From an optimization exercise on the open Yosys and OpenROAD flow, aimed at small area and a short achievable clock period; shortcuts taken in it are not production practice. Only simulation tests tie the RTL to the original design; equivalence was not proved. Power is estimated from default activity; no workload was simulated.

main:
## dct2d
module dct2d (
  input  logic              clk,
  input  logic              rst_n,
  input  logic              x_valid,
  input  logic signed [7:0] x_data,
  output logic              y_valid,
  output logic signed [13:0] y_data
);
Settings: LEC_CHECK=0, ABC_CLOCK_PERIOD_IN_PS=2500, CAP_MARGIN=20, CORE_MARGIN=2, CORE_UTILIZATION=45, CTS_CLUSTER_DIAMETER=100, CTS_CLUSTER_SIZE=24, SETUP_SLACK_MARGIN=4.5, SLEW_MARGIN=20; clock period 7.0 ns.
run.sh (not shown) runs the stock make flow with config.mk's settings and CLKGATE_MAP_FILE= SYNTH_SCRIPT=/design/flow/synth_recipe.tcl, a recipe that flattens the netlist after the stock synthesis.
diff inputs: main => the feature branch
-- flow/design.v --
<<< main, line 72
  parameter int IN_W  = 8,
  parameter int OUT_W = 10,
  parameter bit GAPS  = 1,
  parameter bit OUT_REG = 1
) (
  input  logic                    clk,
>>> the feature branch, line 72
  parameter int IN_W  = 8,
  parameter int OUT_W = 10,
  parameter bit GAPS  = 1
) (
  input  logic                    clk,
<<< main, line 136
      v2       <= v1;
      v3       <= v2;
      outValid <= OUT_REG ? v3 : v2;
    end
  end
>>> the feature branch, line 135
      v2       <= v1;
      v3       <= v2;
      outValid <= v3;
    end
  end
<<< main, line 217
    sumC <= b6;
  end
  if (OUT_REG) begin : g_outReg
    always_ff @(posedge clk) begin
      outData <= sumS + sumC;
    end
    assign outSoon = v3;
  end else begin : g_outComb
    assign outData = sumS + sumC;
    assign outSoon = v2;
  end
endmodule
module transposeBuffer #(
>>> the feature branch, line 216
    sumC <= b6;
  end
  always_ff @(posedge clk) begin
    outData <= sumS + sumC;
  end
  assign outSoon = v3;
endmodule
module transposeBuffer #(
<<< main, line 336
  logic                                colInValid;
  logic signed [dctPkg::COL_W-1:0]     colData;
  assign xValid = x_valid;
  assign xData  = x_data;
  dctPass #(
    .IN_W  (dctPkg::SAMPLE_W),
    .OUT_W (dctPkg::STAGE_W),
    .GAPS  (1'b1),
    .OUT_REG (1'b0)
  ) rowPass (
    .clk      (clk),
>>> the feature branch, line 330
  logic                                colInValid;
  logic signed [dctPkg::COL_W-1:0]     colData;
  always_ff @(posedge clk or negedge rst_n) begin
    if (!rst_n) xValid <= 1'b0;
    else        xValid <= x_valid;
  end
  always_ff @(posedge clk) begin
    xData <= x_data;
  end
  dctPass #(
    .IN_W  (dctPkg::SAMPLE_W),
    .OUT_W (dctPkg::STAGE_W),
    .GAPS  (1'b1)
  ) rowPass (
    .clk      (clk),
<<< main, line 365
    .IN_W  (dctPkg::STAGE_W),
    .OUT_W (dctPkg::COL_W),
    .GAPS  (1'b0),
    .OUT_REG (1'b1)
  ) colPass (
    .clk      (clk),
>>> the feature branch, line 363
    .IN_W  (dctPkg::STAGE_W),
    .OUT_W (dctPkg::COL_W),
    .GAPS  (1'b0)
  ) colPass (
    .clk      (clk),
## What came out
Summary of the comparison: number of synthesized register bits is higher in the feature branch, relative to main.
Summary — final critical-path share of the clock period, the feature branch relative to main: higher, by 0.80 points.
Placeable core area of the feature branch exceeds that of main slightly.
main → the feature branch: count of clock-buffer cells in the layout climbed 2, layout multi-input combinational cell count barely changed, adder-cell share of the synthesized area barely changed, multiplexer share of the synthesized area barely changed.
Re number of setup buffers added after CTS: main was higher than the feature branch.
Between the feature branch and main, the difference in instance count after placement with tap cells included is negligible.

* * *

Another version of the RTL of dct2d (not shown whole).
For scale: roughly 26 I/O pins, roughly 68000 sq um of cells after synthesis.
==> module dctPass, before the edit <==
module dctPass #(
  parameter int IN_W  = 8,
  parameter int OUT_W = 10,
  parameter bit GAPS  = 1,
  parameter bit OUT_REG = 1
) (
  input  logic                    clk,
  input  logic                    rst_n,
  input  logic signed [IN_W-1:0]  inData,
  input  logic                    inValid,
  output logic signed [OUT_W-1:0] outData,
  output logic                    outValid,
  output logic                    outSoon
);
  localparam int E_W   = IN_W + 1;    
  localparam int W     = OUT_W + 9;
  logic signed [IN_W-1:0]   lineBuf [7];
  logic signed [IN_W-1:0]   hold    [8];
  logic [2:0]               inCnt;
  logic                     groupDone;
  logic                     emit;
  logic [2:0]               kCnt;
  logic                     v1, v2, v3;
  logic [OUT_W-1:0]         hiS [4];
  logic [OUT_W-1:0]         hiC [4];
  logic [3:0]               cy;
  logic [OUT_W-1:0]         a1, b1, a2, b2, a3, b3, a4, b4, a5, b5, a6, b6;
  logic [OUT_W-1:0]         sumS, sumC;
  assign groupDone = inValid && (inCnt == 3'd7);
  always_ff @(posedge clk or negedge rst_n) begin
    if (!rst_n) begin
      inCnt <= '0;
    end else if (inValid) begin
      inCnt <= inCnt + 3'd1;
    end
  end
  always_ff @(posedge clk) begin
    if (inValid || !GAPS) begin
      lineBuf[0] <= inData;
      for (int i = 1; i < 7; i++) lineBuf[i] <= lineBuf[i-1];
    end
  end
  always_ff @(posedge clk) begin
    if (groupDone) begin
      for (int n = 0; n < 7; n++) hold[n] <= lineBuf[6-n];
      hold[7] <= inData;
    end
  end
  always_ff @(posedge clk or negedge rst_n) begin
    if (!rst_n) begin
      emit     <= 1'b0;
      kCnt     <= '0;
      v1       <= 1'b0;
      v2       <= 1'b0;
      v3       <= 1'b0;
      outValid <= 1'b0;
    end else begin
      if (groupDone) begin
        emit <= 1'b1;
        kCnt <= '0;
      end else if (emit) begin
        kCnt <= kCnt + 3'd1;
        if (kCnt == 3'd7) emit <= 1'b0;
      end
      v1       <= emit;
      v2       <= v1;
      v3       <= v2;
      outValid <= OUT_REG ? v3 : v2;
    end
  end
  for (genvar n = 0; n < 4; n++) begin : g_lane
    logic signed [9:0]     coef;
    logic signed [E_W-1:0] opReg;
    logic [4:0]            one, ng;
    logic [3:0]            two;
    logic [W-1:0]          kRow;
    logic [E_W:0]          m [4];
    logic [E_W:0]          u [4];
    logic [E_W-1:0]        m4, u4;
    logic [W-1:0]          r [5];
    logic [W-1:0]          s1, c1, s2, c2, s3, c3, sRow, cRow;
    logic [W-1:0]          csS, csC;
    logic [9:0]            low;
    coefRom #(.N(n)) rom (.k(kCnt), .coef(coef));
    always_ff @(posedge clk) begin
      opReg <= kCnt[0] ? E_W'(hold[n]) - E_W'(hold[7-n])
                       : E_W'(hold[n]) + E_W'(hold[7-n]);
      for (int i = 0; i < 5; i++) begin
        one[i] <= coef[2*i] ^ (i == 0 ? 1'b0 : coef[2*i-1]);
        ng[i]  <= coef[2*i+1] & ~(coef[2*i] & (i == 0 ? 1'b0 : coef[2*i-1]));
      end
      for (int i = 0; i < 4; i++) begin
        two[i] <= (coef[2*i+1] & ~coef[2*i] & (i == 0 ? 1'b1 : ~coef[2*i-1])) |
                  (~coef[2*i+1] & coef[2*i] & (i == 0 ? 1'b0 : coef[2*i-1]));
      end
      kRow <= W'(256) - W'(1 << E_W) - W'(1 << (E_W + 2)) - W'(1 << (E_W + 4))
              - W'(1 << (E_W + 6)) - W'(1 << (E_W + 7))
              + W'(coef[9] & ~coef[7]) * W'(256);
    end
    always_comb begin
      for (int i = 0; i < 4; i++) begin
        m[i] = ((one[i] ? (E_W+1)'(opReg) : '0) | (two[i] ? {opReg, 1'b0} : '0))
               ^ {(E_W+1){ng[i]}};
        u[i] = {~m[i][E_W], m[i][E_W-1:0]};
      end
      m4 = (one[4] ? opReg : '0) ^ {E_W{ng[4]}};
      u4 = {~m4[E_W-1], m4[E_W-2:0]};
      r[0] = W'(u[0]);
      r[1] = (W'(u[1]) << 2) | W'(ng[0]);
      r[2] = (W'(u[2]) << 4) | (W'(ng[1]) << 2);
      r[3] = (W'(u[3]) << 6) | (W'(ng[2]) << 4);
      r[4] = (W'(u4)   << 8) | (W'(ng[3]) << 6);
      s1   = r[0] ^ r[1] ^ r[2];
      c1   = ((r[0] & r[1]) | (r[0] & r[2]) | (r[1] & r[2])) << 1;
      s2   = r[3] ^ r[4] ^ kRow;
      c2   = ((r[3] & r[4]) | (r[3] & kRow) | (r[4] & kRow)) << 1;
      s3   = s1 ^ c1 ^ s2;
      c3   = ((s1 & c1) | (s1 & s2) | (c1 & s2)) << 1;
      sRow = s3 ^ c3 ^ c2;
      cRow = ((s3 & c3) | (s3 & c2) | (c3 & c2)) << 1;
    end
    always_ff @(posedge clk) begin
      csS <= sRow;
      csC <= cRow;
    end
    assign low    = {1'b0, csS[8:0]} + {1'b0, csC[8:0]};
    assign cy[n]  = low[9];
    assign hiS[n] = csS[W-1:9];
    assign hiC[n] = csC[W-1:9];
  end
  always_comb begin
    a1 = hiS[0] ^ hiC[0] ^ hiS[1];
    b1 = (((hiS[0] & hiC[0]) | (hiS[0] & hiS[1]) | (hiC[0] & hiS[1])) << 1) | OUT_W'(cy[0]);
    a2 = hiC[1] ^ hiS[2] ^ hiC[2];
    b2 = (((hiC[1] & hiS[2]) | (hiC[1] & hiC[2]) | (hiS[2] & hiC[2])) << 1) | OUT_W'(cy[1]);
    a3 = a1 ^ b1 ^ a2;
    b3 = (((a1 & b1) | (a1 & a2) | (b1 & a2)) << 1) | OUT_W'(cy[2]);
    a4 = b2 ^ hiS[3] ^ hiC[3];
    b4 = (((b2 & hiS[3]) | (b2 & hiC[3]) | (hiS[3] & hiC[3])) << 1) | OUT_W'(cy[3]);
    a5 = a3 ^ b3 ^ a4;
    b5 = ((a3 & b3) | (a3 & a4) | (b3 & a4)) << 1;
    a6 = a5 ^ b5 ^ b4;
    b6 = ((a5 & b5) | (a5 & b4) | (b5 & b4)) << 1;
  end
  always_ff @(posedge clk) begin
    sumS <= a6;
    sumC <= b6;
  end
  if (OUT_REG) begin : g_outReg
    always_ff @(posedge clk) begin
      outData <= sumS + sumC;
    end
    assign outSoon = v3;
  end else begin : g_outComb
    assign outData = sumS + sumC;
    assign outSoon = v2;
  end
endmodule
clock: 7.0 ns
lec_check: 0
abc_clock_period_in_ps: 2700
cap_margin: 20
core_margin: 2
core_utilization: 45
cts_cluster_diameter: 100
cts_cluster_size: 24
setup_slack_margin: 4.3
slew_margin: 20
Edit:
--- a/flow/design.v
+++ b/flow/design.v
@@ -123,7 +123,6 @@
       v1       <= 1'b0;
       v2       <= 1'b0;
       v3       <= 1'b0;
-      outValid <= 1'b0;
     end else begin
       if (groupDone) begin
         emit <= 1'b1;
@@ -135,9 +134,11 @@
       v1       <= emit;
       v2       <= v1;
       v3       <= v2;
-      outValid <= OUT_REG ? v3 : v2;
     end
   end
+  always_ff @(posedge clk) begin
+    outValid <= OUT_REG ? v3 : v2;
+  end
   for (genvar n = 0; n < 4; n++) begin : g_lane
     logic signed [9:0]     coef;
     logic signed [E_W-1:0] opReg;
@@ -200,17 +201,17 @@
   end
   always_comb begin
     a1 = hiS[0] ^ hiC[0] ^ hiS[1];
-    b1 = (((hiS[0] & hiC[0]) | (hiS[0] & hiS[1]) | (hiC[0] & hiS[1])) << 1) | OUT_W'(cy[0]);
+    b1 = ((hiS[0] & hiC[0]) | (hiS[0] & hiS[1]) | (hiC[0] & hiS[1])) << 1;
     a2 = hiC[1] ^ hiS[2] ^ hiC[2];
-    b2 = (((hiC[1] & hiS[2]) | (hiC[1] & hiC[2]) | (hiS[2] & hiC[2])) << 1) | OUT_W'(cy[1]);
+    b2 = ((hiC[1] & hiS[2]) | (hiC[1] & hiC[2]) | (hiS[2] & hiC[2])) << 1;
     a3 = a1 ^ b1 ^ a2;
-    b3 = (((a1 & b1) | (a1 & a2) | (b1 & a2)) << 1) | OUT_W'(cy[2]);
+    b3 = (((a1 & b1) | (a1 & a2) | (b1 & a2)) << 1) | OUT_W'(cy[0]);
     a4 = b2 ^ hiS[3] ^ hiC[3];
-    b4 = (((b2 & hiS[3]) | (b2 & hiC[3]) | (hiS[3] & hiC[3])) << 1) | OUT_W'(cy[3]);
+    b4 = (((b2 & hiS[3]) | (b2 & hiC[3]) | (hiS[3] & hiC[3])) << 1) | OUT_W'(cy[1]);
     a5 = a3 ^ b3 ^ a4;
-    b5 = ((a3 & b3) | (a3 & a4) | (b3 & a4)) << 1;
+    b5 = (((a3 & b3) | (a3 & a4) | (b3 & a4)) << 1) | OUT_W'(cy[2]);
     a6 = a5 ^ b5 ^ b4;
-    b6 = ((a5 & b5) | (a5 & b4) | (b5 & b4)) << 1;
+    b6 = (((a5 & b5) | (a5 & b4) | (b5 & b4)) << 1) | OUT_W'(cy[3]);
   end
   always_ff @(posedge clk) begin
     sumS <= a6;
Clock skew goes up by 0.011 ns.
Sequential cell count increases by 3.
Clock power decreases by about 1%.
Worst setup slack improves by 0.045 ns.
Cell area hardly moves.
Synthesized area rose by 0.35%.
Maximum frequency came out higher by 1.7%.
Power is higher by 0.39%.
Die area is higher by 0.34%.
Count of clock-buffer cells in the layout is lower by 5.
Worst hold slack is better by 0.0062 ns.
Wire length falls by 0.32%.
Cell count is about the same.
Sequential power hardly moves.

static timing again, ports no longer ideal:
The flow's constraints put no driver on any port. The routed layouts listed below were extracted and timed again, unchanged, in two steps. Step 1 assumes that a clkbuf_16 drives the clock port and a buf_2 every other input. Step 2 times the ports against the registers' clock, not the clock port: input delays grow and output delays shrink by t, the midpoint of the rising clock arrivals with the driver on. a / b / c = no drivers / after step 1 / after step 2; a / b = the first two.
| run | t (ns) | setup WS [ns] | worst data-port slew with drivers (ns) |
|---|---|---|---|
| main | 0.788 | 4.272 / 4.253 / 3.896 | 0.05 |
| the feature branch | 0.763 | 4.215 / 4.215 / 4.215 | 0.05 |
| the first run of note 2 | 0.770 | 4.309 / 4.285 / 3.698 | 0.03 |
| the second run of note 2 | 0.762 | 4.354 / 4.293 / 4.286 | 0.07 |
After both steps every run listed still meets setup and hold. The setup slack of the first run of note 2, which loses most, moves by -0.024 ns with the drivers and by -0.611 ns with both steps.
